This is an optimization exercise on Yosys and OpenROAD, whose aim is small area, a short achievable clock period and few clock cycles, not a production implementation.
The RTL was checked by simulation tests, not by an equivalence proof against the original design.
Power is estimated from default activity; no workload was simulated.

==> flow/design.v (outline; a module is shown in full before it is edited, if it fits) <==
// module mod509_reduce: 35 lines
// module fast_add: 36 lines
// module fast_gt: 26 lines
// module inv_table: 917 lines
// module series_sorter: 33 lines
// module sp_top: 140 lines
module sp_top
(
	input  logic         clk,
	input  logic         rst_n,
	input  sp_pkg::series_beat_t in_beat,
	input  sp_pkg::sp_mode_t     in_mode,
	output sp_pkg::series_beat_t out_beat
);
  // ...
==> flow/flow/run.sh <==
#!/bin/bash
# Layout: the standard flow (standard.sh) with two changes to how the
# layout is made; the SDC, so the clock period and I/O constraints, is
# the standard flow's own and unchanged.
#  1. Synthesis is the standard script except that the inverse table and
#     the two output adders (modules inv_table, fast_add) are mapped by ABC
#     for area (flow/lut_area.script) before the standard ABC call maps the
#     rest. Registers are untouched.
#  2. ORFS's timing repair aims at slack beyond the design's period, so
#     that it sizes up the longest paths.
# Usage: bash flow/run.sh [make target]   (default finish)
set -euo pipefail
here=$(pwd)
target=${1:-finish}

# synthesis script: synth_recipe.tcl sourcing a copy of ORFS's synth.tcl
# with one extra ABC call for those modules
sed "/^ *log_cmd abc {\*}\$abc_args/i\\
  log_cmd abc -script $here/flow/lut_area.script {*}[lrange \$abc_args 2 end] inv_table fast_add" \
  "$FLOW_HOME/scripts/synth.tcl" > "$here/synth_lut.tcl"
grep -q "lut_area.script" "$here/synth_lut.tcl"
sed "s#\$::env(SCRIPTS_DIR)/synth.tcl#$here/synth_lut.tcl#" "$here/synth_recipe.tcl" > "$here/synth_recipe_lut.tcl"
grep -q "synth_lut.tcl" "$here/synth_recipe_lut.tcl"

# run the synth target with that script, then the standard flow on top
make_cmd=$(grep -m1 '^make -C' "$here/standard.sh" | sed -e "s#SYNTH_SCRIPT=[^ ]*#SYNTH_SCRIPT=$here/synth_recipe_lut.tcl#" -e 's#"\${@:-finish}"##')
eval "$make_cmd synth" > "$here/synth_lut.log" 2>&1

export SETUP_SLACK_MARGIN=6.8
bash "$here/standard.sh" "$target" > "$here/standard.log" 2>&1
==> flow/flow/lut_area.script <==
strash
&get -n
&dch -f
&nf -R 1000
&put
==> flow/standard.sh <==
#!/bin/bash
# synth_recipe.tcl (not shown) runs the flow's synth.tcl, then flattens the netlist and writes it again
# the make line also repeats each setting of config.mk as NAME=value (left out here)
make -C /OpenROAD-flow-scripts/flow DESIGN_CONFIG=/design/flow/config.mk WORK_HOME=/design/flow/orfs CLKGATE_MAP_FILE= SYNTH_SCRIPT=/design/flow/synth_recipe.tcl "${@:-finish}"
==> flow/config.mk <==
export PLATFORM = sky130hd
export DESIGN_NAME = sp_top
export DESIGN_NICKNAME = sp_top
export VERILOG_FILES = /design/flow/design.v
export SDC_FILE = /design/flow/constraint.sdc
export NUM_CORES = 4
export LEC_CHECK = 0
export CAP_MARGIN = 20
export CORE_MARGIN = 2
export CORE_UTILIZATION = 40
export PLACE_DENSITY = 0.45
export SLEW_MARGIN = 20
export SYNTH_HIERARCHICAL = 1
==> flow/constraint.sdc <==
create_clock -name core_clock -period 10.0 [get_ports {clk}]
set_input_delay 2.0000 -clock core_clock [delete_from_list [all_inputs] [get_ports {clk}]]
set_output_delay 2.0000 -clock core_clock [all_outputs]
set_load 0.01 [all_outputs]
==> impl_results.md, run 1 <==
- Clock slew at reported path FFs: 0.07 ns
- Layer with the highest usage: met2
- Fin. max-slew vios: 0
- Most common cell in the netlist: nand2_1
- Post-Synth XOR/XNOR Area: 4.57%
- Status: no timing/DRC/antenna violations
- Worst Path Max Fanout: 10
- Adder-Cell Fraction of Synth Area: 14.5%
- Horiz. Die Dim: 169 um
- CTS max path bufs: 2
- Post-synth top area share: 26.7%
- Top FF cell, synth: edfxtp_1
- Fillers: 2,502
- PwrDens: 343 mW/mm^2
- Crit path arrival time: 3.53 ns
- CP top delay family: compound AO/OA/AOI/OAI gates
- WL/cell: 26.5 um
- Initial antenna violation count: 0
- Overflow after GRT: 0
- Post-route ant nets: 0
- Multi-input gate share of the layout cell area: 50.8%
- Flop+latch power: 1110 uW
- Max FFs per register: 50
- Met2 Usage GRT: 47.0%
- Grt met3 use: 7.46%
- Yosys reg bits: 144
- Maximum vdd drop: 0.152 mV
- Reg area: 0.00396 mm^2
- Multi-input gate area: 0.00723 mm^2
Testbench counts, summed over its fixed seeds: cycles 6,624.
==> module sp_top, before the edit <==
module sp_top
(
	input  logic         clk,
	input  logic         rst_n,
	input  sp_pkg::series_beat_t in_beat,
	input  sp_pkg::sp_mode_t     in_mode,
	output sp_pkg::series_beat_t out_beat
);
	localparam logic [2:0] LAST = 3'(6 - 1);
	logic v1;
	logic [2:0] cnt1;
	logic [7:0] idx1;
	logic sgn1;
	logic [8:0] u1;
	logic [8:0] u_in;
	sp_pkg::sp_mode_t mode_r;
	always_ff @(posedge clk or negedge rst_n) begin
		if (!rst_n) begin
			v1 <= 1'b0;
			cnt1 <= '0;
		end else begin
			v1 <= in_beat.valid;
			if (in_beat.valid)
				cnt1 <= (cnt1 == LAST) ? '0 : cnt1 + 3'd1;
		end
	end
	assign u_in = in_beat.data + 9'd1;
	always_ff @(posedge clk) begin
		sgn1 <= u_in[8];
		idx1 <= u_in[7:0] ^ {8{u_in[8]}};
		if (in_beat.valid && cnt1 == '0)
			mode_r <= in_mode;
	end
	logic v2;
	logic idle;
	logic from_in;
	logic sort_nx;
	logic [8:0] u_nx;
	logic [8:0] w_nx;
	logic [8:0] u2;
	logic [9:0] q2;
	logic [8:0] inv1;
	assign idle = (cnt1 == '0) && !v1;
	assign from_in = idle || !mode_r.inv_en;
	assign sort_nx = idle ? in_mode.sort_en : mode_r.sort_en;
	logic [8:0] t1;
	assign u1 = {sgn1, idx1 ^ {8{sgn1}}};
	inv_table tab_inst (
		.i7(idx1[7]), .i6(idx1[6]), .i5(idx1[5]), .i4(idx1[4]),
		.i3(idx1[3]), .i2(idx1[2]), .i1(idx1[1]), .i0(idx1[0]),
		.t8(t1[8]), .t7(t1[7]), .t6(t1[6]), .t5(t1[5]), .t4(t1[4]),
		.t3(t1[3]), .t2(t1[2]), .t1(t1[1]), .t0(t1[0])
	);
	assign inv1 = t1 ^ {9{sgn1}};
	assign u_nx = from_in ? u_in : u1;
	assign w_nx = from_in ? u_in : inv1;
	always_ff @(posedge clk or negedge rst_n) begin
		if (!rst_n)
			v2 <= 1'b0;
		else if (idle)
			v2 <= in_beat.valid && !in_mode.inv_en;
		else
			v2 <= mode_r.inv_en ? v1 : in_beat.valid;
	end
	always_ff @(posedge clk) begin
		u2 <= u_nx;
		q2 <= sort_nx ? {1'b0, w_nx} : {w_nx, 1'b0};
	end
	logic [2:0] k3;
	logic dr;
	logic sort;
	logic sh;
	logic last_in;
	logic out_v;
	logic [8:0] out_d;
	logic [9:0] uw;
	logic [9:0] a [0:6-2];
	logic [8:0] s_head;
	logic head_gt;
	logic [10:0] t_a;
	logic [10:0] t_b;
	logic [10:0] t_sum;
	logic [8:0] r;
	assign sort = mode_r.sort_en;
	assign sh = dr || (sort && v2);
	assign last_in = sort && v2 && (k3 == LAST);
	assign uw = 10'(u2) + q2;
	series_sorter sort_inst (
		.clk      (clk),
		.shift    (sh),
		.drain    (dr),
		.count    (k3),
		.din      (q2[8:0]),
		.head_gt  (head_gt),
		.head     (s_head)
	);
	always_ff @(posedge clk) begin
		if (sh) begin
			a[0] <= uw;
			for (int i = 1; i < 6 - 2; i++)
				a[i] <= a[i-1];
		end
		if (sh)
			a[6-2] <= a[6-3];
		else if (!sort_nx)
			a[6-2] <= 10'(u_nx);
	end
	fast_add add_a (.a(a[6-2]), .b(10'(s_head)), .s(t_a));
	fast_add add_b (.a(a[6-2]), .b(q2), .s(t_b));
	assign t_sum = (sort && (dr || head_gt)) ? t_a : t_b;
	mod509_reduce red_inst (
		.t (t_sum),
		.r (r)
	);
	always_ff @(posedge clk or negedge rst_n) begin
		if (!rst_n) begin
			k3 <= '0;
			dr <= 1'b0;
			out_v <= 1'b0;
		end else begin
			out_v <= dr || (v2 && (!sort || k3 == LAST));
			if (dr) begin
				if (k3 == LAST) begin
					dr <= 1'b0;
					k3 <= '0;
				end else begin
					k3 <= k3 + 3'd1;
				end
			end else if (last_in) begin
				dr <= 1'b1;
				k3 <= 3'd1;
			end else if (sort && v2) begin
				k3 <= k3 + 3'd1;
			end
		end
	end
	always_ff @(posedge clk)
		out_d <= r;
	assign out_beat = {out_v, out_d};
endmodule
==> inputs of run 2 (changes only) <==
--- a/flow/design.v
+++ b/flow/design.v
@@ -106,18 +106,20 @@
 			end
 		end
 	end
 	assign gt = g[L][0];
 endmodule
 `timescale 1ns/100ps
 module inv_table ( 
     i7, i6, i5, i4, i3, i2, i1, i0,
+    ni7, ni6, ni5, ni4, ni3, ni2, ni1, ni0,
     t8, t7, t6, t5, t4, t3, t2, t1, t0  );
   input  i7, i6, i5, i4, i3, i2, i1, i0;
+  input  ni7, ni6, ni5, ni4, ni3, ni2, ni1, ni0;
   output t8, t7, t6, t5, t4, t3, t2, t1, t0;
   wire new_n18, new_n19, new_n20, new_n21, new_n22, new_n23, new_n24,
     new_n25, new_n26, new_n27, new_n28, new_n29, new_n30, new_n31, new_n32,
     new_n33, new_n34, new_n35, new_n36, new_n37, new_n38, new_n39, new_n40,
     new_n41, new_n42, new_n43, new_n44, new_n45, new_n46, new_n47, new_n48,
     new_n49, new_n50, new_n51, new_n52, new_n53, new_n54, new_n55, new_n56,
     new_n57, new_n58, new_n59, new_n60, new_n61, new_n62, new_n63, new_n64,
     new_n65, new_n66, new_n67, new_n68, new_n69, new_n70, new_n71, new_n72,
@@ -221,167 +223,167 @@
     new_n763, new_n764, new_n765, new_n766, new_n767, new_n768, new_n769,
     new_n770, new_n771, new_n772, new_n773, new_n774, new_n775, new_n776,
     new_n777, new_n778, new_n779, new_n780, new_n781, new_n782, new_n783,
     new_n784, new_n785, new_n786, new_n787, new_n788, new_n789, new_n790,
     new_n791, new_n792, new_n793, new_n794, new_n795, new_n796, new_n797,
     new_n798, new_n799, new_n800, new_n801, new_n802, new_n803, new_n804,
     new_n805, new_n806, new_n807, new_n808, new_n809, new_n810, new_n811,
     new_n812, new_n813, new_n814, new_n815;
-  assign new_n18 = ~i4 & i3;
-  assign new_n19 = ~i2 & i0;
-  assign new_n20 = i2 & ~i0;
+  assign new_n18 = ni4 & i3;
+  assign new_n19 = ni2 & i0;
+  assign new_n20 = i2 & ni0;
   assign new_n21 = ~new_n19 & ~new_n20;
   assign new_n22 = i5 & new_n21;
   assign new_n23 = i2 & i0;
-  assign new_n24 = i2 & ~i1;
+  assign new_n24 = i2 & ni1;
   assign new_n25 = ~new_n23 & ~new_n24;
   assign new_n26 = ~new_n22 & ~new_n25;
   assign new_n27 = new_n18 & new_n26;
-  assign new_n28 = i4 & ~i2;
-  assign new_n29 = ~i2 & ~i0;
-  assign new_n30 = ~i3 & ~i1;
+  assign new_n28 = i4 & ni2;
+  assign new_n29 = ni2 & ni0;
+  assign new_n30 = ni3 & ni1;
   assign new_n31 = ~new_n29 & new_n30;
-  assign new_n32 = ~i5 & ~i1;
+  assign new_n32 = ni5 & ni1;
   assign new_n33 = i3 & new_n32;
   assign new_n34 = ~new_n31 & ~new_n33;
   assign new_n35 = new_n28 & ~new_n34;
   assign new_n36 = i4 & i2;
-  assign new_n37 = i5 & ~i1;
+  assign new_n37 = i5 & ni1;
   assign new_n38 = i3 & new_n37;
   assign new_n39 = new_n36 & new_n38;
-  assign new_n40 = ~i7 & ~i6;
+  assign new_n40 = ni7 & ni6;
   assign new_n41 = ~new_n39 & new_n40;
-  assign new_n42 = ~i5 & i2;
-  assign new_n43 = ~i3 & i0;
+  assign new_n42 = ni5 & i2;
+  assign new_n43 = ni3 & i0;
   assign new_n44 = new_n42 & new_n43;
-  assign new_n45 = ~i1 & new_n44;
-  assign new_n46 = i5 & ~i0;
-  assign new_n47 = ~i3 & i2;
-  assign new_n48 = ~i1 & ~i0;
+  assign new_n45 = ni1 & new_n44;
+  assign new_n46 = i5 & ni0;
+  assign new_n47 = ni3 & i2;
+  assign new_n48 = ni1 & ni0;
   assign new_n49 = new_n47 & ~new_n48;
   assign new_n50 = new_n46 & new_n49;
   assign new_n51 = ~new_n45 & ~new_n50;
   assign new_n52 = new_n41 & new_n51;
   assign new_n53 = ~new_n35 & new_n52;
   assign new_n54 = ~new_n27 & new_n53;
-  assign new_n55 = i6 & ~i0;
+  assign new_n55 = i6 & ni0;
   assign new_n56 = new_n21 & ~new_n55;
   assign new_n57 = new_n28 & new_n37;
-  assign new_n58 = ~i4 & i2;
-  assign new_n59 = ~i5 & i1;
-  assign new_n60 = ~i3 & ~new_n59;
+  assign new_n58 = ni4 & i2;
+  assign new_n59 = ni5 & i1;
+  assign new_n60 = ni3 & ~new_n59;
   assign new_n61 = ~new_n58 & new_n60;
   assign new_n62 = ~new_n57 & new_n61;
   assign new_n63 = new_n56 & new_n62;
-  assign new_n64 = i5 & ~i2;
+  assign new_n64 = i5 & ni2;
   assign new_n65 = new_n48 & new_n64;
   assign new_n66 = i2 & i1;
   assign new_n67 = i6 & i0;
   assign new_n68 = new_n66 & new_n67;
   assign new_n69 = ~new_n65 & ~new_n68;
   assign new_n70 = i3 & ~new_n69;
-  assign new_n71 = ~i2 & new_n59;
+  assign new_n71 = ni2 & new_n59;
   assign new_n72 = i6 & ~new_n71;
-  assign new_n73 = ~i5 & ~i0;
-  assign new_n74 = i3 & ~i2;
+  assign new_n73 = ni5 & ni0;
+  assign new_n74 = i3 & ni2;
   assign new_n75 = new_n73 & new_n74;
   assign new_n76 = new_n72 & new_n75;
-  assign new_n77 = ~i6 & new_n37;
+  assign new_n77 = ni6 & new_n37;
   assign new_n78 = new_n23 & new_n77;
   assign new_n79 = ~new_n76 & ~new_n78;
   assign new_n80 = ~new_n70 & new_n79;
   assign new_n81 = ~new_n63 & new_n80;
   assign new_n82 = ~new_n37 & ~new_n59;
   assign new_n83 = new_n36 & ~new_n82;
-  assign new_n84 = ~i3 & ~i0;
+  assign new_n84 = ni3 & ni0;
   assign new_n85 = i3 & i0;
   assign new_n86 = ~new_n84 & ~new_n85;
   assign new_n87 = new_n42 & new_n58;
   assign new_n88 = ~new_n86 & new_n87;
   assign new_n89 = i7 & i6;
   assign new_n90 = ~new_n88 & new_n89;
   assign new_n91 = ~new_n83 & new_n90;
-  assign new_n92 = ~i5 & new_n28;
+  assign new_n92 = ni5 & new_n28;
   assign new_n93 = new_n84 & new_n92;
-  assign new_n94 = i7 & ~i6;
+  assign new_n94 = i7 & ni6;
   assign new_n95 = i4 & i0;
   assign new_n96 = new_n37 & new_n95;
   assign new_n97 = new_n94 & ~new_n96;
   assign new_n98 = ~new_n93 & new_n97;
   assign new_n99 = ~new_n91 & ~new_n98;
   assign new_n100 = i3 & i1;
-  assign new_n101 = ~i0 & new_n100;
+  assign new_n101 = ni0 & new_n100;
   assign new_n102 = i3 & i2;
-  assign new_n103 = ~i6 & new_n102;
+  assign new_n103 = ni6 & new_n102;
   assign new_n104 = ~new_n101 & ~new_n103;
   assign new_n105 = ~new_n28 & new_n73;
   assign new_n106 = ~new_n104 & new_n105;
-  assign new_n107 = ~i4 & ~i3;
+  assign new_n107 = ni4 & ni3;
   assign new_n108 = i1 & new_n20;
   assign new_n109 = new_n19 & new_n59;
   assign new_n110 = ~new_n108 & ~new_n109;
   assign new_n111 = new_n107 & ~new_n110;
-  assign new_n112 = i4 & ~i0;
+  assign new_n112 = i4 & ni0;
   assign new_n113 = i6 & new_n37;
   assign new_n114 = new_n112 & new_n113;
   assign new_n115 = ~new_n111 & ~new_n114;
   assign new_n116 = ~new_n106 & new_n115;
   assign new_n117 = ~new_n99 & new_n116;
   assign new_n118 = new_n81 & new_n117;
   assign new_n119 = ~new_n54 & ~new_n118;
-  assign new_n120 = ~i5 & ~i2;
-  assign new_n121 = ~i4 & new_n120;
+  assign new_n120 = ni5 & ni2;
+  assign new_n121 = ni4 & new_n120;
   assign new_n122 = i6 & ~new_n121;
-  assign new_n123 = ~i5 & new_n19;
+  assign new_n123 = ni5 & new_n19;
   assign new_n124 = new_n122 & new_n123;
   assign new_n125 = new_n28 & new_n46;
   assign new_n126 = i3 & new_n125;
   assign new_n127 = ~new_n124 & ~new_n126;
   assign new_n128 = ~new_n119 & new_n127;
   assign new_n129 = i3 & new_n48;
-  assign new_n130 = ~i7 & ~i4;
+  assign new_n130 = ni7 & ni4;
   assign new_n131 = i7 & i4;
   assign new_n132 = ~new_n130 & ~new_n131;
   assign new_n133 = new_n129 & ~new_n132;
-  assign new_n134 = ~i7 & i6;
+  assign new_n134 = ni7 & i6;
   assign new_n135 = ~new_n133 & new_n134;
   assign new_n136 = i0 & new_n32;
   assign new_n137 = new_n130 & new_n136;
   assign new_n138 = i5 & i1;
-  assign new_n139 = ~i4 & ~i2;
+  assign new_n139 = ni4 & ni2;
   assign new_n140 = i0 & new_n139;
   assign new_n141 = new_n138 & new_n140;
   assign new_n142 = ~new_n137 & ~new_n141;
   assign new_n143 = new_n135 & new_n142;
-  assign new_n144 = i4 & ~i3;
-  assign new_n145 = ~i1 & i0;
+  assign new_n144 = i4 & ni3;
+  assign new_n145 = ni1 & i0;
   assign new_n146 = i2 & new_n145;
   assign new_n147 = ~new_n46 & ~new_n146;
   assign new_n148 = new_n144 & ~new_n147;
-  assign new_n149 = ~i5 & ~new_n107;
+  assign new_n149 = ni5 & ~new_n107;
   assign new_n150 = new_n20 & ~new_n60;
   assign new_n151 = ~new_n149 & new_n150;
   assign new_n152 = ~new_n148 & ~new_n151;
   assign new_n153 = new_n143 & new_n152;
   assign new_n154 = ~new_n128 & ~new_n153;
-  assign new_n155 = ~i7 & ~i2;
+  assign new_n155 = ni7 & ni2;
   assign new_n156 = i0 & new_n59;
   assign new_n157 = ~new_n155 & ~new_n156;
-  assign new_n158 = ~i6 & ~i3;
+  assign new_n158 = ni6 & ni3;
   assign new_n159 = new_n109 & ~new_n158;
   assign new_n160 = i6 & i3;
   assign new_n161 = ~new_n46 & ~new_n138;
   assign new_n162 = new_n160 & new_n161;
   assign new_n163 = ~new_n159 & ~new_n162;
   assign new_n164 = new_n111 & new_n163;
   assign new_n165 = i4 & ~new_n163;
-  assign new_n166 = ~i4 & ~i0;
+  assign new_n166 = ni4 & ni0;
   assign new_n167 = new_n37 & new_n166;
-  assign new_n168 = ~i3 & new_n167;
+  assign new_n168 = ni3 & new_n167;
   assign new_n169 = i0 & new_n138;
   assign new_n170 = ~new_n73 & ~new_n169;
   assign new_n171 = new_n18 & ~new_n170;
   assign new_n172 = ~new_n168 & ~new_n171;
   assign new_n173 = ~new_n165 & new_n172;
   assign new_n174 = ~new_n164 & new_n173;
   assign new_n175 = ~new_n157 & ~new_n174;
   assign t8 = new_n154 | new_n175;
@@ -395,72 +397,72 @@
   assign new_n184 = i4 & new_n48;
   assign new_n185 = ~new_n183 & ~new_n184;
   assign new_n186 = i2 & ~new_n59;
   assign new_n187 = ~new_n185 & new_n186;
   assign new_n188 = ~new_n182 & ~new_n187;
   assign new_n189 = ~new_n19 & new_n59;
   assign new_n190 = ~new_n136 & ~new_n189;
   assign new_n191 = new_n147 & new_n190;
-  assign new_n192 = ~i6 & new_n191;
+  assign new_n192 = ni6 & new_n191;
   assign new_n193 = new_n188 & new_n192;
-  assign new_n194 = ~i2 & new_n73;
+  assign new_n194 = ni2 & new_n73;
   assign new_n195 = ~new_n193 & ~new_n194;
   assign new_n196 = i4 & ~new_n195;
-  assign new_n197 = ~i4 & ~new_n32;
+  assign new_n197 = ni4 & ~new_n32;
   assign new_n198 = i6 & i2;
   assign new_n199 = ~new_n197 & new_n198;
-  assign new_n200 = ~i2 & i1;
-  assign new_n201 = ~i0 & new_n200;
+  assign new_n200 = ni2 & i1;
+  assign new_n201 = ni0 & new_n200;
   assign new_n202 = ~new_n199 & ~new_n201;
   assign new_n203 = i2 & ~new_n37;
-  assign new_n204 = ~i6 & ~i4;
+  assign new_n204 = ni6 & ni4;
   assign new_n205 = ~new_n19 & new_n204;
   assign new_n206 = ~new_n203 & new_n205;
   assign new_n207 = i6 & i5;
-  assign new_n208 = ~i4 & ~i1;
+  assign new_n208 = ni4 & ni1;
   assign new_n209 = i4 & i1;
   assign new_n210 = ~new_n208 & ~new_n209;
   assign new_n211 = new_n207 & new_n210;
   assign new_n212 = ~new_n206 & ~new_n211;
   assign new_n213 = new_n202 & new_n212;
   assign new_n214 = ~new_n196 & new_n213;
   assign new_n215 = ~new_n181 & ~new_n214;
-  assign new_n216 = ~i6 & i0;
-  assign new_n217 = ~i7 & ~new_n216;
+  assign new_n216 = ni6 & i0;
+  assign new_n217 = ni7 & ~new_n216;
   assign new_n218 = ~new_n107 & new_n138;
   assign new_n219 = new_n217 & new_n218;
   assign new_n220 = ~new_n89 & new_n139;
   assign new_n221 = new_n113 & new_n220;
-  assign new_n222 = ~i3 & ~new_n221;
+  assign new_n222 = ni3 & ~new_n221;
   assign new_n223 = ~new_n219 & new_n222;
   assign new_n224 = ~new_n215 & new_n223;
   assign new_n225 = new_n18 & new_n146;
-  assign new_n226 = ~i7 & i4;
+  assign new_n226 = ni7 & i4;
   assign new_n227 = ~new_n183 & new_n226;
   assign new_n228 = ~new_n22 & new_n227;
-  assign new_n229 = ~i6 & i5;
+  assign new_n229 = ni6 & i5;
   assign new_n230 = ~new_n24 & new_n229;
   assign new_n231 = ~new_n37 & new_n130;
   assign new_n232 = ~new_n230 & ~new_n231;
   assign new_n233 = ~new_n228 & new_n232;
   assign new_n234 = i6 & ~new_n190;
   assign new_n235 = ~new_n233 & ~new_n234;
   assign new_n236 = ~new_n193 & new_n235;
   assign new_n237 = new_n20 & ~new_n167;
   assign new_n238 = ~new_n138 & ~new_n237;
-  assign new_n239 = ~i6 & ~new_n238;
+  assign new_n239 = ni6 & ~new_n238;
   assign new_n240 = i1 & new_n125;
   assign new_n241 = ~new_n182 & ~new_n240;
   assign new_n242 = ~new_n121 & ~new_n167;
   assign new_n243 = i6 & ~new_n242;
   assign new_n244 = i6 & ~new_n145;
   assign new_n245 = i4 & ~new_n29;
   assign new_n246 = ~new_n244 & new_n245;
-  assign new_n247 = i5 & ~i4;
+  assign new_n247 = i5 & ni4;
   assign new_n248 = new_n23 & new_n247;
   assign new_n249 = i7 & ~new_n248;
   assign new_n250 = ~new_n246 & new_n249;
   assign new_n251 = ~new_n243 & new_n250;
   assign new_n252 = new_n241 & new_n251;
   assign new_n253 = ~new_n239 & new_n252;
   assign new_n254 = i3 & ~new_n253;
   assign new_n255 = ~new_n236 & new_n254;
@@ -471,128 +473,128 @@
   assign new_n260 = ~new_n21 & new_n247;
   assign new_n261 = new_n40 & ~new_n200;
   assign new_n262 = new_n260 & new_n261;
   assign new_n263 = ~new_n259 & ~new_n262;
   assign new_n264 = new_n24 & new_n131;
   assign new_n265 = ~new_n144 & ~new_n264;
   assign new_n266 = ~new_n82 & new_n216;
   assign new_n267 = ~new_n265 & new_n266;
-  assign new_n268 = ~i6 & ~new_n32;
+  assign new_n268 = ni6 & ~new_n32;
   assign new_n269 = new_n47 & new_n73;
   assign new_n270 = ~new_n268 & new_n269;
   assign new_n271 = ~new_n199 & new_n270;
   assign new_n272 = ~new_n267 & ~new_n271;
   assign new_n273 = new_n263 & new_n272;
   assign new_n274 = ~new_n257 & new_n273;
   assign t7 = new_n178 | ~new_n274;
   assign new_n276 = ~new_n20 & ~new_n100;
-  assign new_n277 = ~i7 & ~new_n276;
+  assign new_n277 = ni7 & ~new_n276;
   assign new_n278 = ~new_n19 & ~new_n277;
   assign new_n279 = new_n30 & new_n131;
   assign new_n280 = i1 & ~new_n144;
   assign new_n281 = ~new_n84 & new_n130;
   assign new_n282 = ~new_n280 & ~new_n281;
   assign new_n283 = ~new_n279 & new_n282;
   assign new_n284 = ~new_n278 & ~new_n283;
   assign new_n285 = i5 & ~new_n284;
-  assign new_n286 = ~i5 & ~new_n264;
+  assign new_n286 = ni5 & ~new_n264;
   assign new_n287 = new_n66 & new_n130;
   assign new_n288 = new_n18 & new_n183;
   assign new_n289 = ~new_n287 & ~new_n288;
   assign new_n290 = new_n286 & new_n289;
-  assign new_n291 = ~i3 & i1;
-  assign new_n292 = ~i7 & new_n23;
+  assign new_n291 = ni3 & i1;
+  assign new_n292 = ni7 & new_n23;
   assign new_n293 = new_n291 & new_n292;
-  assign new_n294 = i7 & ~i3;
+  assign new_n294 = i7 & ni3;
   assign new_n295 = new_n177 & ~new_n294;
   assign new_n296 = ~new_n293 & ~new_n295;
   assign new_n297 = new_n290 & new_n296;
   assign new_n298 = i7 & i2;
-  assign new_n299 = ~i0 & ~new_n298;
+  assign new_n299 = ni0 & ~new_n298;
   assign new_n300 = new_n132 & new_n280;
   assign new_n301 = new_n299 & new_n300;
   assign new_n302 = i0 & ~new_n18;
-  assign new_n303 = ~i2 & ~new_n210;
+  assign new_n303 = ni2 & ~new_n210;
   assign new_n304 = new_n302 & new_n303;
   assign new_n305 = ~new_n301 & ~new_n304;
   assign new_n306 = new_n297 & new_n305;
   assign new_n307 = ~new_n285 & ~new_n306;
   assign new_n308 = new_n183 & ~new_n307;
-  assign new_n309 = ~i6 & ~new_n308;
+  assign new_n309 = ni6 & ~new_n308;
   assign new_n310 = ~new_n132 & new_n302;
-  assign new_n311 = i7 & ~i0;
+  assign new_n311 = i7 & ni0;
   assign new_n312 = new_n18 & new_n311;
   assign new_n313 = ~new_n36 & ~new_n312;
   assign new_n314 = ~new_n310 & new_n313;
   assign new_n315 = new_n32 & ~new_n314;
   assign new_n316 = ~new_n298 & ~new_n315;
   assign new_n317 = new_n84 & ~new_n316;
-  assign new_n318 = i7 & ~i4;
+  assign new_n318 = i7 & ni4;
   assign new_n319 = new_n37 & new_n318;
-  assign new_n320 = ~i7 & i5;
+  assign new_n320 = ni7 & i5;
   assign new_n321 = ~new_n138 & ~new_n320;
-  assign new_n322 = ~i3 & ~new_n138;
+  assign new_n322 = ni3 & ~new_n138;
   assign new_n323 = i4 & ~new_n322;
   assign new_n324 = ~new_n321 & new_n323;
   assign new_n325 = ~new_n319 & ~new_n324;
   assign new_n326 = new_n21 & ~new_n325;
   assign new_n327 = ~new_n307 & ~new_n326;
   assign new_n328 = ~new_n317 & new_n327;
   assign new_n329 = ~new_n309 & ~new_n328;
   assign new_n330 = i5 & ~new_n24;
   assign new_n331 = ~new_n21 & new_n330;
-  assign new_n332 = ~i7 & ~new_n75;
+  assign new_n332 = ni7 & ~new_n75;
   assign new_n333 = ~new_n331 & new_n332;
-  assign new_n334 = ~i6 & ~new_n333;
-  assign new_n335 = ~i6 & new_n108;
+  assign new_n334 = ni6 & ~new_n333;
+  assign new_n335 = ni6 & new_n108;
   assign new_n336 = ~new_n123 & ~new_n335;
-  assign new_n337 = ~i3 & ~new_n336;
-  assign new_n338 = ~i5 & i3;
+  assign new_n337 = ni3 & ~new_n336;
+  assign new_n338 = ni5 & i3;
   assign new_n339 = new_n146 & new_n338;
   assign new_n340 = i0 & new_n200;
   assign new_n341 = ~new_n65 & ~new_n340;
   assign new_n342 = ~new_n339 & new_n341;
   assign new_n343 = ~new_n337 & new_n342;
   assign new_n344 = ~new_n334 & new_n343;
   assign new_n345 = ~new_n31 & ~new_n101;
   assign new_n346 = ~new_n194 & new_n345;
   assign new_n347 = i3 & ~new_n59;
   assign new_n348 = ~new_n346 & new_n347;
   assign new_n349 = ~new_n24 & ~new_n200;
   assign new_n350 = new_n84 & ~new_n349;
   assign new_n351 = ~new_n44 & new_n131;
   assign new_n352 = ~new_n350 & new_n351;
   assign new_n353 = ~new_n348 & new_n352;
-  assign new_n354 = ~i2 & new_n48;
+  assign new_n354 = ni2 & new_n48;
   assign new_n355 = ~new_n100 & ~new_n354;
-  assign new_n356 = i7 & ~i5;
+  assign new_n356 = i7 & ni5;
   assign new_n357 = ~new_n355 & new_n356;
   assign new_n358 = i7 & i0;
   assign new_n359 = new_n38 & new_n358;
-  assign new_n360 = ~i4 & ~new_n50;
+  assign new_n360 = ni4 & ~new_n50;
   assign new_n361 = ~new_n359 & new_n360;
   assign new_n362 = ~new_n357 & new_n361;
   assign new_n363 = ~new_n353 & ~new_n362;
   assign new_n364 = ~new_n344 & new_n363;
   assign new_n365 = new_n21 & new_n318;
   assign new_n366 = new_n229 & new_n365;
   assign new_n367 = i3 & ~new_n145;
-  assign new_n368 = ~i2 & ~new_n367;
+  assign new_n368 = ni2 & ~new_n367;
   assign new_n369 = new_n338 & new_n368;
-  assign new_n370 = ~i3 & new_n138;
+  assign new_n370 = ni3 & new_n138;
   assign new_n371 = i2 & new_n338;
   assign new_n372 = ~new_n370 & ~new_n371;
-  assign new_n373 = ~i0 & ~new_n372;
+  assign new_n373 = ni0 & ~new_n372;
   assign new_n374 = new_n21 & new_n38;
   assign new_n375 = ~new_n49 & ~new_n374;
   assign new_n376 = ~new_n373 & new_n375;
   assign new_n377 = ~new_n369 & new_n376;
   assign new_n378 = new_n366 & new_n377;
-  assign new_n379 = ~i4 & new_n40;
+  assign new_n379 = ni4 & new_n40;
   assign new_n380 = ~new_n377 & new_n379;
   assign new_n381 = ~new_n378 & ~new_n380;
   assign new_n382 = ~new_n364 & new_n381;
   assign t6 = new_n329 | ~new_n382;
   assign new_n384 = new_n247 & new_n298;
   assign new_n385 = new_n107 & ~new_n274;
   assign new_n386 = ~new_n384 & ~new_n385;
   assign new_n387 = ~new_n274 & new_n384;
@@ -608,92 +610,92 @@
   assign new_n397 = new_n358 & new_n396;
   assign new_n398 = ~new_n279 & ~new_n397;
   assign new_n399 = new_n42 & ~new_n398;
   assign new_n400 = new_n42 & new_n130;
   assign new_n401 = ~new_n247 & ~new_n400;
   assign new_n402 = new_n30 & ~new_n401;
   assign new_n403 = ~new_n18 & ~new_n294;
   assign new_n404 = new_n354 & ~new_n403;
-  assign new_n405 = ~i6 & ~new_n404;
+  assign new_n405 = ni6 & ~new_n404;
   assign new_n406 = ~new_n402 & new_n405;
   assign new_n407 = ~new_n399 & new_n406;
   assign new_n408 = ~new_n395 & new_n407;
   assign new_n409 = i2 & ~new_n49;
   assign new_n410 = ~new_n133 & new_n409;
   assign new_n411 = new_n226 & ~new_n367;
   assign new_n412 = ~new_n365 & ~new_n411;
   assign new_n413 = new_n410 & new_n412;
   assign new_n414 = new_n325 & new_n413;
-  assign new_n415 = ~i7 & new_n369;
+  assign new_n415 = ni7 & new_n369;
   assign new_n416 = new_n136 & new_n294;
   assign new_n417 = i6 & ~new_n240;
   assign new_n418 = ~new_n416 & new_n417;
   assign new_n419 = ~new_n100 & ~new_n156;
   assign new_n420 = new_n131 & ~new_n419;
   assign new_n421 = i1 & ~new_n358;
   assign new_n422 = ~new_n129 & ~new_n421;
-  assign new_n423 = ~i7 & ~i0;
+  assign new_n423 = ni7 & ni0;
   assign new_n424 = new_n121 & ~new_n423;
   assign new_n425 = ~new_n422 & new_n424;
   assign new_n426 = ~new_n420 & ~new_n425;
   assign new_n427 = new_n418 & new_n426;
   assign new_n428 = ~new_n415 & new_n427;
   assign new_n429 = ~new_n414 & new_n428;
   assign new_n430 = ~new_n408 & ~new_n429;
   assign new_n431 = new_n102 & new_n423;
   assign new_n432 = ~new_n368 & ~new_n431;
-  assign new_n433 = ~i4 & ~new_n423;
-  assign new_n434 = ~i6 & ~new_n433;
+  assign new_n433 = ni4 & ~new_n423;
+  assign new_n434 = ni6 & ~new_n433;
   assign new_n435 = ~new_n432 & new_n434;
   assign new_n436 = new_n47 & new_n55;
   assign new_n437 = ~new_n23 & new_n131;
   assign new_n438 = ~new_n436 & ~new_n437;
   assign new_n439 = ~new_n435 & new_n438;
   assign new_n440 = ~new_n30 & ~new_n439;
-  assign new_n441 = ~i7 & new_n67;
+  assign new_n441 = ni7 & new_n67;
   assign new_n442 = ~new_n130 & ~new_n146;
   assign new_n443 = ~new_n441 & new_n442;
-  assign new_n444 = ~i6 & ~i0;
+  assign new_n444 = ni6 & ni0;
   assign new_n445 = ~new_n30 & ~new_n100;
   assign new_n446 = ~new_n444 & ~new_n445;
   assign new_n447 = ~new_n443 & new_n446;
   assign new_n448 = ~new_n177 & ~new_n447;
   assign new_n449 = ~new_n440 & new_n448;
   assign new_n450 = i5 & ~new_n449;
   assign new_n451 = new_n85 & new_n400;
-  assign new_n452 = ~i5 & ~i3;
+  assign new_n452 = ni5 & ni3;
   assign new_n453 = ~new_n94 & ~new_n452;
   assign new_n454 = new_n29 & ~new_n294;
   assign new_n455 = ~new_n453 & new_n454;
   assign new_n456 = ~new_n451 & ~new_n455;
   assign new_n457 = new_n449 & ~new_n456;
   assign new_n458 = ~new_n450 & ~new_n457;
   assign new_n459 = ~new_n430 & new_n458;
   assign t5 = new_n389 | ~new_n459;
-  assign new_n461 = ~i5 & ~new_n21;
+  assign new_n461 = ni5 & ~new_n21;
   assign new_n462 = ~new_n349 & new_n461;
-  assign new_n463 = ~i1 & new_n64;
+  assign new_n463 = ni1 & new_n64;
   assign new_n464 = ~new_n462 & ~new_n463;
   assign new_n465 = new_n444 & ~new_n464;
   assign new_n466 = i3 & new_n331;
   assign new_n467 = i6 & new_n291;
   assign new_n468 = i0 & ~new_n64;
   assign new_n469 = new_n467 & new_n468;
   assign new_n470 = new_n30 & new_n46;
   assign new_n471 = i4 & ~new_n470;
   assign new_n472 = ~new_n78 & new_n471;
   assign new_n473 = ~new_n469 & new_n472;
   assign new_n474 = ~new_n466 & new_n473;
   assign new_n475 = ~new_n465 & new_n474;
-  assign new_n476 = ~i2 & new_n30;
+  assign new_n476 = ni2 & new_n30;
   assign new_n477 = new_n67 & new_n476;
   assign new_n478 = ~new_n269 & ~new_n477;
   assign new_n479 = ~new_n76 & new_n478;
-  assign new_n480 = ~i5 & new_n100;
+  assign new_n480 = ni5 & new_n100;
   assign new_n481 = new_n56 & new_n480;
   assign new_n482 = ~new_n46 & ~new_n48;
   assign new_n483 = ~new_n340 & new_n482;
   assign new_n484 = new_n158 & ~new_n483;
   assign new_n485 = ~new_n481 & ~new_n484;
   assign new_n486 = new_n479 & new_n485;
   assign new_n487 = new_n475 & ~new_n486;
   assign new_n488 = ~new_n194 & ~new_n200;
@@ -707,60 +709,60 @@
   assign new_n496 = new_n208 & new_n495;
   assign new_n497 = ~new_n129 & ~new_n340;
   assign new_n498 = ~new_n496 & new_n497;
   assign new_n499 = i5 & ~new_n498;
   assign new_n500 = new_n21 & new_n144;
   assign new_n501 = ~new_n349 & new_n500;
   assign new_n502 = i0 & new_n480;
   assign new_n503 = new_n92 & new_n145;
-  assign new_n504 = ~i6 & ~new_n503;
+  assign new_n504 = ni6 & ~new_n503;
   assign new_n505 = ~new_n502 & new_n504;
   assign new_n506 = ~new_n501 & new_n505;
   assign new_n507 = ~new_n499 & new_n506;
   assign new_n508 = new_n108 & new_n247;
   assign new_n509 = i4 & new_n183;
   assign new_n510 = ~new_n495 & new_n509;
   assign new_n511 = i6 & ~new_n510;
   assign new_n512 = ~new_n508 & new_n511;
   assign new_n513 = new_n241 & new_n512;
   assign new_n514 = new_n21 & new_n37;
   assign new_n515 = ~new_n200 & ~new_n514;
   assign new_n516 = new_n107 & ~new_n515;
   assign new_n517 = ~new_n18 & ~new_n144;
-  assign new_n518 = ~i1 & ~new_n517;
+  assign new_n518 = ni1 & ~new_n517;
   assign new_n519 = new_n191 & new_n518;
   assign new_n520 = ~new_n516 & ~new_n519;
   assign new_n521 = new_n513 & new_n520;
-  assign new_n522 = ~i7 & ~new_n521;
+  assign new_n522 = ni7 & ~new_n521;
   assign new_n523 = ~new_n507 & new_n522;
   assign new_n524 = ~new_n101 & new_n186;
-  assign new_n525 = ~i4 & ~new_n29;
+  assign new_n525 = ni4 & ~new_n29;
   assign new_n526 = new_n72 & new_n525;
   assign new_n527 = ~new_n524 & new_n526;
   assign new_n528 = ~new_n73 & new_n158;
   assign new_n529 = new_n26 & new_n528;
   assign new_n530 = ~new_n527 & ~new_n529;
   assign new_n531 = ~new_n320 & ~new_n530;
   assign new_n532 = new_n492 & new_n531;
   assign new_n533 = ~new_n81 & new_n312;
   assign new_n534 = new_n247 & new_n444;
-  assign new_n535 = ~i6 & ~new_n311;
+  assign new_n535 = ni6 & ~new_n311;
   assign new_n536 = new_n245 & new_n535;
   assign new_n537 = ~new_n534 & ~new_n536;
   assign new_n538 = new_n100 & ~new_n537;
   assign new_n539 = ~new_n533 & ~new_n538;
   assign new_n540 = ~new_n532 & new_n539;
   assign new_n541 = ~new_n523 & new_n540;
   assign t4 = new_n494 | ~new_n541;
   assign new_n543 = new_n59 & new_n495;
   assign new_n544 = ~t8 & new_n543;
   assign new_n545 = ~new_n166 & ~new_n544;
   assign new_n546 = ~new_n94 & ~new_n423;
-  assign new_n547 = ~i2 & ~new_n40;
+  assign new_n547 = ni2 & ~new_n40;
   assign new_n548 = new_n59 & ~new_n107;
   assign new_n549 = ~new_n547 & new_n548;
   assign new_n550 = ~new_n546 & new_n549;
   assign new_n551 = new_n298 & new_n467;
   assign new_n552 = new_n24 & new_n160;
   assign new_n553 = i7 & new_n138;
   assign new_n554 = new_n64 & new_n158;
   assign new_n555 = ~new_n553 & ~new_n554;
@@ -792,25 +794,25 @@
   assign new_n581 = ~new_n131 & new_n580;
   assign new_n582 = ~new_n281 & new_n581;
   assign new_n583 = i6 & ~new_n95;
   assign new_n584 = new_n294 & ~new_n583;
   assign new_n585 = new_n120 & ~new_n584;
   assign new_n586 = ~new_n582 & new_n585;
   assign new_n587 = i6 & ~new_n358;
   assign new_n588 = new_n107 & ~new_n587;
-  assign new_n589 = ~i0 & ~new_n131;
+  assign new_n589 = ni0 & ~new_n131;
   assign new_n590 = ~new_n43 & ~new_n160;
   assign new_n591 = ~new_n589 & new_n590;
   assign new_n592 = new_n42 & ~new_n591;
   assign new_n593 = ~new_n588 & new_n592;
   assign new_n594 = ~new_n586 & ~new_n593;
   assign new_n595 = ~new_n579 & new_n594;
   assign new_n596 = ~new_n563 & ~new_n595;
-  assign new_n597 = ~i1 & ~new_n596;
+  assign new_n597 = ni1 & ~new_n596;
   assign new_n598 = new_n288 & new_n292;
   assign new_n599 = ~new_n19 & ~new_n247;
   assign new_n600 = i7 & ~new_n599;
   assign new_n601 = ~new_n92 & ~new_n566;
   assign new_n602 = ~new_n260 & new_n601;
   assign new_n603 = ~new_n600 & new_n602;
   assign new_n604 = new_n291 & ~new_n603;
   assign new_n605 = ~new_n598 & ~new_n604;
@@ -850,17 +852,17 @@
   assign new_n639 = ~new_n208 & new_n638;
   assign new_n640 = ~new_n637 & ~new_n639;
   assign new_n641 = new_n636 & new_n640;
   assign new_n642 = ~new_n633 & new_n641;
   assign new_n643 = ~new_n630 & new_n642;
   assign new_n644 = ~new_n122 & ~new_n643;
   assign new_n645 = ~new_n109 & ~new_n247;
   assign new_n646 = i7 & ~new_n645;
-  assign new_n647 = ~i4 & i1;
+  assign new_n647 = ni4 & i1;
   assign new_n648 = ~new_n299 & new_n647;
   assign new_n649 = i6 & ~new_n140;
   assign new_n650 = ~new_n648 & new_n649;
   assign new_n651 = new_n71 & new_n112;
   assign new_n652 = ~new_n200 & new_n320;
   assign new_n653 = new_n599 & new_n652;
   assign new_n654 = ~new_n651 & ~new_n653;
   assign new_n655 = new_n650 & new_n654;
@@ -868,76 +870,76 @@
   assign new_n657 = new_n188 & new_n656;
   assign new_n658 = ~new_n644 & ~new_n657;
   assign new_n659 = i3 & ~new_n658;
   assign new_n660 = ~new_n311 & ~new_n441;
   assign new_n661 = new_n59 & ~new_n660;
   assign new_n662 = ~new_n59 & new_n423;
   assign new_n663 = new_n179 & ~new_n662;
   assign new_n664 = ~new_n661 & new_n663;
-  assign new_n665 = ~i2 & ~new_n664;
+  assign new_n665 = ni2 & ~new_n664;
   assign new_n666 = i6 & ~new_n210;
-  assign new_n667 = ~i7 & new_n184;
+  assign new_n667 = ni7 & new_n184;
   assign new_n668 = new_n311 & new_n647;
   assign new_n669 = new_n203 & ~new_n668;
   assign new_n670 = ~new_n667 & new_n669;
   assign new_n671 = ~new_n666 & new_n670;
   assign new_n672 = i5 & new_n298;
   assign new_n673 = ~new_n246 & new_n672;
   assign new_n674 = ~new_n55 & new_n320;
   assign new_n675 = ~new_n258 & ~new_n674;
   assign new_n676 = ~new_n673 & new_n675;
   assign new_n677 = ~new_n671 & new_n676;
   assign new_n678 = ~new_n665 & new_n677;
   assign new_n679 = i0 & ~new_n155;
   assign new_n680 = new_n204 & new_n679;
   assign new_n681 = new_n441 & ~new_n564;
-  assign new_n682 = ~i3 & ~new_n681;
+  assign new_n682 = ni3 & ~new_n681;
   assign new_n683 = ~new_n680 & new_n682;
   assign new_n684 = ~new_n678 & new_n683;
   assign new_n685 = ~new_n659 & ~new_n684;
   assign new_n686 = ~new_n138 & ~new_n166;
   assign new_n687 = ~new_n132 & new_n335;
-  assign new_n688 = ~i7 & ~new_n158;
+  assign new_n688 = ni7 & ~new_n158;
   assign new_n689 = ~new_n25 & new_n688;
   assign new_n690 = ~new_n258 & ~new_n689;
   assign new_n691 = ~new_n687 & new_n690;
   assign new_n692 = ~new_n686 & ~new_n691;
   assign new_n693 = new_n370 & new_n423;
   assign new_n694 = ~new_n366 & ~new_n693;
   assign new_n695 = ~new_n692 & new_n694;
   assign t2 = new_n685 | ~new_n695;
   assign new_n697 = i4 & ~new_n73;
   assign new_n698 = new_n24 & ~new_n697;
   assign new_n699 = i5 & new_n19;
   assign new_n700 = new_n134 & ~new_n699;
   assign new_n701 = ~new_n698 & new_n700;
   assign new_n702 = i5 & i0;
   assign new_n703 = ~new_n253 & new_n702;
-  assign new_n704 = ~i5 & new_n166;
+  assign new_n704 = ni5 & new_n166;
   assign new_n705 = new_n89 & ~new_n704;
   assign new_n706 = ~new_n703 & new_n705;
   assign new_n707 = ~new_n701 & ~new_n706;
   assign new_n708 = new_n21 & ~new_n247;
   assign new_n709 = new_n421 & new_n708;
   assign new_n710 = ~new_n707 & ~new_n709;
   assign new_n711 = new_n96 & new_n547;
   assign new_n712 = ~new_n92 & ~new_n108;
   assign new_n713 = ~new_n184 & ~new_n189;
   assign new_n714 = new_n712 & new_n713;
   assign new_n715 = new_n40 & ~new_n714;
   assign new_n716 = ~new_n711 & ~new_n715;
   assign new_n717 = ~new_n710 & new_n716;
-  assign new_n718 = ~i3 & ~new_n717;
+  assign new_n718 = ni3 & ~new_n717;
   assign new_n719 = new_n28 & ~new_n515;
-  assign new_n720 = ~i0 & new_n71;
-  assign new_n721 = ~i4 & new_n48;
+  assign new_n720 = ni0 & new_n71;
+  assign new_n721 = ni4 & new_n48;
   assign new_n722 = ~new_n37 & ~new_n721;
   assign new_n723 = ~new_n720 & new_n722;
-  assign new_n724 = ~i7 & ~new_n723;
+  assign new_n724 = ni7 & ~new_n723;
   assign new_n725 = new_n628 & ~new_n632;
   assign new_n726 = ~new_n145 & ~new_n247;
   assign new_n727 = new_n298 & ~new_n726;
   assign new_n728 = ~new_n725 & ~new_n727;
   assign new_n729 = ~new_n724 & new_n728;
   assign new_n730 = ~new_n719 & new_n729;
   assign new_n731 = ~new_n47 & ~new_n730;
   assign new_n732 = new_n226 & new_n268;
@@ -947,17 +949,17 @@
   assign new_n736 = ~new_n18 & ~new_n218;
   assign new_n737 = ~new_n735 & new_n736;
   assign new_n738 = ~new_n185 & new_n338;
   assign new_n739 = ~new_n168 & ~new_n177;
   assign new_n740 = ~new_n738 & new_n739;
   assign new_n741 = ~new_n737 & new_n740;
   assign new_n742 = new_n94 & ~new_n741;
   assign new_n743 = i3 & ~new_n216;
-  assign new_n744 = ~i1 & ~new_n743;
+  assign new_n744 = ni1 & ~new_n743;
   assign new_n745 = ~new_n311 & ~new_n744;
   assign new_n746 = new_n66 & ~new_n607;
   assign new_n747 = ~new_n60 & new_n746;
   assign new_n748 = ~new_n218 & ~new_n400;
   assign new_n749 = ~new_n747 & new_n748;
   assign new_n750 = ~new_n745 & ~new_n749;
   assign new_n751 = ~new_n229 & ~new_n697;
   assign new_n752 = ~new_n104 & ~new_n132;
@@ -968,60 +970,60 @@
   assign new_n757 = ~new_n733 & new_n756;
   assign t1 = new_n718 | ~new_n757;
   assign new_n759 = new_n107 & ~new_n735;
   assign new_n760 = ~new_n57 & ~new_n125;
   assign new_n761 = ~new_n759 & new_n760;
   assign new_n762 = i7 & ~new_n761;
   assign new_n763 = ~new_n42 & ~new_n320;
   assign new_n764 = new_n517 & ~new_n763;
-  assign new_n765 = ~i1 & new_n58;
+  assign new_n765 = ni1 & new_n58;
   assign new_n766 = ~new_n764 & ~new_n765;
-  assign new_n767 = ~i0 & ~new_n766;
+  assign new_n767 = ni0 & ~new_n766;
   assign new_n768 = ~new_n132 & ~new_n294;
   assign new_n769 = new_n66 & new_n702;
   assign new_n770 = ~new_n768 & new_n769;
-  assign new_n771 = ~i7 & ~new_n23;
+  assign new_n771 = ni7 & ~new_n23;
   assign new_n772 = new_n38 & new_n771;
-  assign new_n773 = ~i6 & ~new_n772;
+  assign new_n773 = ni6 & ~new_n772;
   assign new_n774 = ~new_n770 & new_n773;
   assign new_n775 = ~new_n315 & new_n774;
   assign new_n776 = ~new_n767 & new_n775;
   assign new_n777 = ~new_n762 & new_n776;
-  assign new_n778 = i4 & ~i1;
-  assign new_n779 = ~i5 & ~new_n778;
+  assign new_n778 = i4 & ni1;
+  assign new_n779 = ni5 & ~new_n778;
   assign new_n780 = ~new_n153 & new_n779;
   assign new_n781 = ~new_n370 & ~new_n780;
   assign new_n782 = ~new_n298 & ~new_n781;
   assign new_n783 = ~new_n95 & new_n322;
   assign new_n784 = ~new_n782 & ~new_n783;
   assign new_n785 = new_n132 & ~new_n464;
   assign new_n786 = new_n130 & new_n201;
-  assign new_n787 = ~i5 & i0;
+  assign new_n787 = ni5 & i0;
   assign new_n788 = new_n131 & ~new_n787;
   assign new_n789 = ~new_n248 & ~new_n788;
   assign new_n790 = i1 & ~new_n789;
   assign new_n791 = ~new_n786 & ~new_n790;
   assign new_n792 = ~new_n785 & new_n791;
   assign new_n793 = ~new_n784 & new_n792;
   assign new_n794 = i6 & ~new_n793;
   assign new_n795 = ~new_n777 & ~new_n794;
   assign new_n796 = new_n338 & new_n786;
   assign new_n797 = ~new_n226 & ~new_n796;
   assign new_n798 = ~new_n113 & ~new_n158;
   assign new_n799 = i0 & ~new_n798;
-  assign new_n800 = ~i6 & new_n71;
+  assign new_n800 = ni6 & new_n71;
   assign new_n801 = new_n346 & ~new_n800;
   assign new_n802 = ~new_n799 & new_n801;
   assign new_n803 = ~new_n797 & ~new_n802;
   assign new_n804 = i7 & i3;
   assign new_n805 = ~new_n66 & new_n804;
   assign new_n806 = ~new_n444 & new_n805;
   assign new_n807 = ~new_n167 & new_n806;
-  assign new_n808 = ~i2 & ~new_n209;
+  assign new_n808 = ni2 & ~new_n209;
   assign new_n809 = ~new_n201 & new_n808;
   assign new_n810 = new_n67 & ~new_n247;
   assign new_n811 = ~new_n179 & new_n810;
   assign new_n812 = ~new_n809 & ~new_n811;
   assign new_n813 = new_n807 & new_n812;
   assign new_n814 = ~new_n598 & ~new_n813;
   assign new_n815 = ~new_n803 & new_n814;
   assign t0 = new_n795 | ~new_n815;
@@ -1068,16 +1070,17 @@
 	input  sp_pkg::series_beat_t in_beat,
 	input  sp_pkg::sp_mode_t     in_mode,
 	output sp_pkg::series_beat_t out_beat
 );
 	localparam logic [2:0] LAST = 3'(6 - 1);
 	logic v1;
 	logic [2:0] cnt1;
 	logic [7:0] idx1;
+	logic [7:0] nidx1;
 	logic sgn1;
 	logic [8:0] u1;
 	logic [8:0] u_in;
 	sp_pkg::sp_mode_t mode_r;
 	always_ff @(posedge clk or negedge rst_n) begin
 		if (!rst_n) begin
 			v1 <= 1'b0;
 			cnt1 <= '0;
@@ -1086,16 +1089,17 @@
 			if (in_beat.valid)
 				cnt1 <= (cnt1 == LAST) ? '0 : cnt1 + 3'd1;
 		end
 	end
 	assign u_in = in_beat.data + 9'd1;
 	always_ff @(posedge clk) begin
 		sgn1 <= u_in[8];
 		idx1 <= u_in[7:0] ^ {8{u_in[8]}};
+		nidx1 <= ~(u_in[7:0] ^ {8{u_in[8]}});
 		if (in_beat.valid && cnt1 == '0)
 			mode_r <= in_mode;
 	end
 	logic v2;
 	logic idle;
 	logic from_in;
 	logic sort_nx;
 	logic [8:0] u_nx;
@@ -1106,16 +1110,18 @@
 	assign idle = (cnt1 == '0) && !v1;
 	assign from_in = idle || !mode_r.inv_en;
 	assign sort_nx = idle ? in_mode.sort_en : mode_r.sort_en;
 	logic [8:0] t1;
 	assign u1 = {sgn1, idx1 ^ {8{sgn1}}};
 	inv_table tab_inst (
 		.i7(idx1[7]), .i6(idx1[6]), .i5(idx1[5]), .i4(idx1[4]),
 		.i3(idx1[3]), .i2(idx1[2]), .i1(idx1[1]), .i0(idx1[0]),
+		.ni7(nidx1[7]), .ni6(nidx1[6]), .ni5(nidx1[5]), .ni4(nidx1[4]),
+		.ni3(nidx1[3]), .ni2(nidx1[2]), .ni1(nidx1[1]), .ni0(nidx1[0]),
 		.t8(t1[8]), .t7(t1[7]), .t6(t1[6]), .t5(t1[5]), .t4(t1[4]),
 		.t3(t1[3]), .t2(t1[2]), .t1(t1[1]), .t0(t1[0])
 	);
 	assign inv1 = t1 ^ {9{sgn1}};
 	assign u_nx = from_in ? u_in : u1;
 	assign w_nx = from_in ? u_in : inv1;
 	always_ff @(posedge clk or negedge rst_n) begin
 		if (!rst_n)
--- a/flow/flow/run.sh
+++ b/flow/flow/run.sh
@@ -21,10 +21,10 @@
 grep -q "lut_area.script" "$here/synth_lut.tcl"
 sed "s#\$::env(SCRIPTS_DIR)/synth.tcl#$here/synth_lut.tcl#" "$here/synth_recipe.tcl" > "$here/synth_recipe_lut.tcl"
 grep -q "synth_lut.tcl" "$here/synth_recipe_lut.tcl"
 
 # run the synth target with that script, then the standard flow on top
 make_cmd=$(grep -m1 '^make -C' "$here/standard.sh" | sed -e "s#SYNTH_SCRIPT=[^ ]*#SYNTH_SCRIPT=$here/synth_recipe_lut.tcl#" -e 's#"\${@:-finish}"##')
 eval "$make_cmd synth" > "$here/synth_lut.log" 2>&1
 
-export SETUP_SLACK_MARGIN=6.8
+export SETUP_SLACK_MARGIN=6.7
 bash "$here/standard.sh" "$target" > "$here/standard.log" 2>&1
==> impl_results.md, run 2 <==
- Post-Syn Nets: 1,281 (was 1,302)
- Clk latency of the worst-skew pair: 0.44 ns (was 0.43 ns)
- Synthesized instance count: 1,184 (was 1,167)
- Crit-path max cell delay: 0.53 ns (was 0.41 ns)
- Slowest-stage cell, CP: clkdlybuf4s50_1 (was dfxtp_4)
- WS Path Type: reg2out (was reg2reg)
- Slew headroom: 32.0% (was 38.7%)
- Root buf cell: clkbuf_16 (unchanged)
- Hold_ws: 0.421 ns (was 0.410 ns)
- Rows: 60 (unchanged)
- Reg area: 0.00412 mm^2 (was 0.00396 mm^2)
- Worst EP required: 8.00 ns (was 10.28 ns)
- Number of clock sinks: 152 (was 144)
- Largest Register: a (unchanged)
- Synth area leaders: edfxtp_1 27%, ha_1 8.6%, dfxtp_1 8.4% (was edfxtp_1 27%, ha_1 13%, dfxtp_1 6.8%)
- Number of global-route vias before repair: 9,764 (was 9,966)
- Fin. max-slew vios: 0 (unchanged)
- Clk_skew: 0.0137 ns (was 0.0223 ns)
- Tmin final: 3.28 ns (was 3.25 ns)
- CP bufs+invs: 1 (unchanged)
- Register area share after synthesis: 37.7% (was 35.8%)
- Max_cap viols: 0 (unchanged)
- Worst Path Max Fanout: 1 (was 10)
- GPL Wtd Cong: 1.07 (was 1.03)
- Placeable core region: 0.0267 mm^2 (was 0.0269 mm^2)
- DP Cell Count: 1,553 (was 1,532)
- Synth Cell Area: 0.0108 mm^2 (was 0.0109 mm^2)
- Final WL: 42.3 mm (was 44.7 mm)
- EDFF count, synth: 97 (unchanged)
- Fillers: 2,577 (was 2,502)
- Largest net degree at the start of global routing: 48 (was 56)
- Final hold violation count: 0 (unchanged)
- Critical Path Source Type: register (unchanged)
- Worst slew pin tran: 1.02 ns (was 0.920 ns)
- Most common cell in the netlist: nand2_1 (unchanged)
- Crit end category: output port (was register)
- Setup TNS Final: 0 ns (unchanged)
- Post-synth top area share: 27.0% (was 26.7%)
- Largest registers: a (50), sort_inst.ent (45), q2 (10) (unchanged)
- Crit path arrival time: 1.28 ns (was 3.53 ns)
- CP top delay family: buffers and inverters (was compound AO/OA/AOI/OAI gates)
- Initial antenna violation count: 0 (unchanged)
- Vias: 10,300 (was 10,700)
- GRT Overall Usage: 29.2% (was 30.2%)
- Top cells by count, synth: 183 x nand2_1, 97 x edfxtp_1, 84 x a21oi_1, 74 x ha_1, 71 x inv_1 (was 127 x nand2_1, 112 x ha_1, 97 x edfxtp_1, 81 x nor2_1, 77 x a21oi_1)
- Total CTS buffers: 17 (unchanged)
- Asr flop ratio synth: 6.58% (was 6.94%)
- Maximum vdd drop: 0.166 mV (was 0.152 mV)
- Antenna Cells: 0 (unchanged)
- Initial Util: 40.3% (was 40.5%)
- CTS max path bufs: 2 (unchanged)
- Yosys reg bits: 152 (was 144)
- Max Clock Freq: 305 MHz (was 307 MHz)
- Pwr Total: 4520 uW (was 4890 uW)
- Iteration-0 DRC count of the detailed router: 1,327 (was 1,432)
- Post-route ant nets: 0 (unchanged)
- Status: no timing/DRC/antenna violations (unchanged)
- Clock slew at reported path FFs: 0.08 ns (was 0.07 ns)
- Commonest non-fill, non-tap cell in the layout: nand2_1 (unchanged)
- Hold crit path type: reg2reg (unchanged)
- Overflow after GRT: 0 (unchanged)
- Final core utilization: 48.8% (was 53.0%)
- CTS tree: yes (unchanged)
- Fin cells: 1,628 (was 1,686)
- First-pass GRT wire length: 61.8 mm (was 64.4 mm)
- Period utilization: 32.8% (was 32.5%)
- Yosys warnings: 19 (unchanged)
- Horiz. Die Dim: 168 um (was 169 um)
- Post-synth top area cell: edfxtp_1 (unchanged)
- Multi-input gate area: 0.00667 mm^2 (was 0.00723 mm^2)
- Mean post-synth cell area: 9.10 um^2 (was 9.33 um^2)
- Most frequent cells in the layout: 161 x nand2_1, 97 x edfxtp_1, 81 x a21oi_1 (was 117 x nand2_1, 113 x buf_4, 97 x edfxtp_1)
- Final routed DRC violation total: 0 (unchanged)
- WL/cell: 26.0 um (was 26.5 um)
- Port bufs: 23 (unchanged)
- Top FF cell, synth: edfxtp_1 (unchanged)
- Area grow syn2layout: 20.9% (was 30.7%)
- Htree depth: 4 (unchanged)
- Vias per cell: 6.34 (was 6.37)
- PwrDens: 347 mW/mm^2 (was 343 mW/mm^2)
- Crit-path cells: clkdlybuf4s50_1 (was inv_8 -> ha_4 -> nand2b_4 -> a21oi_4 -> a211o_1 -> nor3_1 -> o21ai_1 -> a32oi_2 -> o21ai_1 -> and3_1 -> a21oi_2 -> a211o_1 -> nand4_1 -> xnor2_1 -> nand2_1 -> nand2_1 -> o22ai_2)
- Distinct cells, synth: 84 (unchanged)
- Die Y-Extent: 168 um (was 169 um)
- Hold buffer count at cts: 0 (unchanged)
- Drt pass-1 iters: 6 (was 9)
- RSZ-0062 raised after global routing: yes (unchanged)
- Layout cells sized above 1: 19.6% (was 27.4%)
- Nets: 1,371 (was 1,467)
- DPL Wire Length: 29.3 mm (was 27.9 mm)
- Leakage: 0.00526 uW (was 0.00572 uW)
- # setup viols final: 0 (unchanged)
- # IOs: 24 (unchanged)
- Die area: 0.0283 mm^2 (was 0.0286 mm^2)
- Max FFs per register: 50 (unchanged)
-- run 2: cell count changes after synthesis, sizes merged, moves of 8 or more --
cell	previous run	this run
nor3	36	22
clkinv	26	13
dfxtp	37	45
nor2b	11	2
nand2	127	183
nor2	82	61
nor4	13	5
and2	7	26
ha	112	74
nand3	39	68
-- run 2: cells by family (layout without fill, tap and decap cells) --
logic type               Yosys count  after routing  share of synthesized area, %
AND/OR/NAND/NOR                  418            418                          18.5
multiplexers                      62             63                          6.44
AO/OA/AOI/OAI                    310            310                          18.5
XOR/XNOR                          56             56                          4.55
flip-flops                       152            152                          37.7
other                              1              1                        0.0348
buffers and inverters            102            204                          3.99
adder cells (fa/ha/maj)           83             83                          10.3
-- run 2: layout make-up --
cell class / instances / area share, %
Sequential cell: 152 / 31.6
Tap cell: 341 / 3.27
Multi-Input combinational cell: 931 / 51.2
Inverter: 84 / 2.42
Timing Repair Buffer: 88 / 6.94
Clock buffer: 17 / 3.26
Clock inverter: 15 / 1.36
-- run 2: what timing repair did --
item | in CTS | in global routing
pin swaps | 4 | 14
resized for setup | 101 | 87
setup endpoints to repair | 45 | 39
hold endpoints to repair | 0 | 0
gates cloned | 0 | 4
buffers inserted | 10 | 29
-- run 2: power by group --
group / internal (uW) / total, uW / switching (uW)
Sequential: 988 / 1150 / 166
Combinational: 1150 / 2700 / 1550
Clock: 339 / 663 / 324
-- run 2: layer usage --
metal	GRT usage [%]	share of wire (%)
met1	39.3	42
met5	0	0
met4	13.5	5.3
met3	6.70	9.9
met2	44.8	43
-- run 2: final timing paths --
kind                       startpoint           to  slack [ns]  cells past startpoint
min in group asynchronous       rst_n        k3[2]        1.88                      1
max                          out_d[0]  out_beat[0]        6.72                      1
max in group asynchronous       rst_n           v2        7.79                      1
min reg2reg                   a[0][5]      a[1][5]        0.42                      0
min                           a[0][5]      a[1][5]        0.42                      0
max reg2reg                  nidx1[5]        q2[3]        6.79                     14
-- run 2: modules after synthesis, one instance, submodules excluded, a selection --
module	copies in the design	flip-flops and latches
sp_top	1	107
inv_table	1	0
series_sorter	1	45
mod509_reduce	1	0
fast_add	2	0
-- run 2: metrics by stage --
| stage | worst slack (ns) | area, um^2 |
|---|---|---|
| after floorplan | 6.72 | 10800 |
| after global placement | 5.85 | 11500 |
| after detailed placement | 5.91 | 11500 |
| after CTS | 6.69 | 12400 |
| after global routing | 6.67 | 13000 |
| final | 6.72 | 13000 |
Testbench counts of run 2, summed over its fixed seeds: cycles 6,624.
==> inputs of run 3 (changes only) <==
--- a/flow/config.mk
+++ b/flow/config.mk
@@ -9,5 +9,4 @@
 export CORE_MARGIN = 2
 export CORE_UTILIZATION = 40
-export PLACE_DENSITY = 0.45
 export SLEW_MARGIN = 20
 export SYNTH_HIERARCHICAL = 1
==> impl_results.md, run 3 <==
- Worst EP required: 10.15 ns (was 8.00 ns)
- Leakage: 0.00520 uW (was 0.00526 uW)
- Top cells by count, synth: 183 x nand2_1, 97 x edfxtp_1, 84 x a21oi_1, 74 x ha_1, 71 x inv_1 (unchanged)
- Register area share after synthesis: 37.7% (unchanged)
- CP bufs+invs: 1 (unchanged)
- Vias: 10,400 (was 10,300)
- DR WL met2: 18.8 mm (was 18.2 mm)
- Initial antenna violation count: 0 (unchanged)
- Post-synth top area cell: edfxtp_1 (unchanged)
- Final routed DRC violation total: 0 (unchanged)
- PwrDens: 346 mW/mm^2 (was 347 mW/mm^2)
- Placed instance area: 0.0115 mm^2 (unchanged)
- Period utilization: 32.7% (was 32.8%)
- Tmin final: 3.27 ns (was 3.28 ns)
- Status: no timing/DRC/antenna violations (unchanged)
- Hold path depth: 0 (unchanged)
- Setup ws final: 6.73 ns (was 6.72 ns)
- Clk latency of the worst-skew pair: 0.42 ns (was 0.44 ns)
- Post-route ant nets: 0 (unchanged)
- Psw: 1960 uW (was 2040 uW)
- Final core utilization: 48.2% (was 48.8%)
- Internal: 2500 uW (was 2480 uW)
- Area grow syn2layout: 19.5% (was 20.9%)
- Combinational Power Share: 59.8% (about the same)
- Rows: 60 (unchanged)
- Slowest-stage cell, CP: clkdlybuf4s50_1 (unchanged)
- GRT Overall Usage: 28.4% (was 29.2%)
- CP top delay family: simple AND/OR/NAND/NOR gates (was buffers and inverters)
- Clock slew at reported path FFs: 0.06 ns (was 0.08 ns)
- Crit-path max cell delay: 0.53 ns (about the same)
- EDFF count, synth: 97 (unchanged)
- Setup TNS Final: 0 ns (unchanged)
- Horiz. Die Dim: 168 um (unchanged)
- RSZ-0062 raised after global routing: yes (unchanged)
- Worst r2r path cells: 12 (was 14)
- Maximum vdd drop: 0.139 mV (was 0.166 mV)
- Crit path arrival time: 3.42 ns (was 1.28 ns)
- # IOs: 24 (unchanged)
- Fin. max-slew vios: 0 (unchanged)
- Top FF cell, synth: edfxtp_1 (unchanged)
- Synthesized instance count: 1,184 (unchanged)
- Mean post-synth cell area: 9.10 um^2 (unchanged)
- Asr flop ratio synth: 6.58% (unchanged)
- Post-synth top area share: 27.0% (unchanged)
- Switching share of power: 44.0% (was 45.1%)
- Drt pass-1 iters: 9 (was 6)
- Initial Util: 40.3% (unchanged)
- Placeable core region: 0.0267 mm^2 (unchanged)
- Max_cap viols: 0 (unchanged)
## run 3: cell count changes in the layout (fill, tap and decap cells not counted), sizes merged
cell,delta
inv,-6
buf,-4
bufinv,+3
clkinvlp,+2
dlygate4sd2,-1
dlymetal6s2s,+1
mux2,-1
## run 3: Yosys stat by module, one instance, submodules excluded, excerpt
module | cells inside | cell area (um^2)
inv_table | 468 | 2480
fast_add | 40 | 344
mod509_reduce | 75 | 500
series_sorter | 95 | 1870
sp_top | 321 | 4250
## run 3: timing repair
action / in CTS / in global routing
cloned: 0 / 2
buffers inserted: 14 / 21
gates resized for setup: 73 / 79
endpoints found under the hold margin: 0 / 0
setup endpoints to repair: 43 / 33
pin swaps: 1 / 14
## run 3: final timing paths
check | from | end | slack (ns)
worst max register to register | sort_inst.ent[4][7] | out_d[8] | 6.74
worst min-delay path | a[0][0] | a[1][0] | 0.41
max in group asynchronous | rst_n | k3[1] | 7.57
min in group asynchronous | rst_n | cnt1[2] | 1.99
worst min register to register | a[0][0] | a[1][0] | 0.41
worst max-delay path | in_beat[4] | a[4][5] | 6.73
## run 3: metal layers
metal | GRT usage [%] | vias to the layer above
met3 | 5.34 | 243
met2 | 47.2 | 695
met5 | 0 | -
met4 | 17.6 | 0
li1 | - | 4576
met1 | 34.1 | 4882
## run 3: final cells by class
type | count | area [um^2] | area share (%)
repair buffers | 83 | 845 | 6.56
well taps | 341 | 427 | 3.31
flip-flops and latches | 152 | 4100 | 31.8
clock inverters | 14 | 175 | 1.36
clock buffers | 18 | 429 | 3.33
multi-input cells | 930 | 6590 | 51.1
inverters | 84 | 315 | 2.45
## run 3: cells by family (layout without fill, tap and decap cells)
kind of cell	Yosys count	in the layout	synth area share, %
multiplexers	62	62	6.44
XOR/XNOR	56	56	4.55
AO/OA/AOI/OAI	310	310	18.5
buffers and inverters	102	199	3.99
flip-flops	152	152	37.7
AND/OR/NAND/NOR	418	418	18.5
adder cells (fa/ha/maj)	83	83	10.3
other	1	1	0.0348
## run 3: power by group through the flow
stage	Clock [uW]	Combinational (uW)	Sequential, uW
floorplan	0	1730	1150
global placement	0	2280	1190
detailed placement	0	2290	1200
CTS	664	2440	1150
global route	689	2910	1160
finish	655	2670	1140
## run 3: metrics by stage
stage / power, uW / hold slack (ns)
after floorplan: 2880 / 0.400
after global placement: 3470 / 0.401
after detailed placement: 3490 / 0.405
after CTS: 4250 / 0.411
after global routing: 4760 / 0.424
final: 4460 / 0.411

Re-timed with assumed drivers on the ports (clkbuf_16 on the clock, buf_2 on other inputs), run 3 has 6.686 ns of setup slack against 6.730 ns with ideal ports, and 6.291 ns once port delays also move by the mid clock arrival of 0.463 ns.
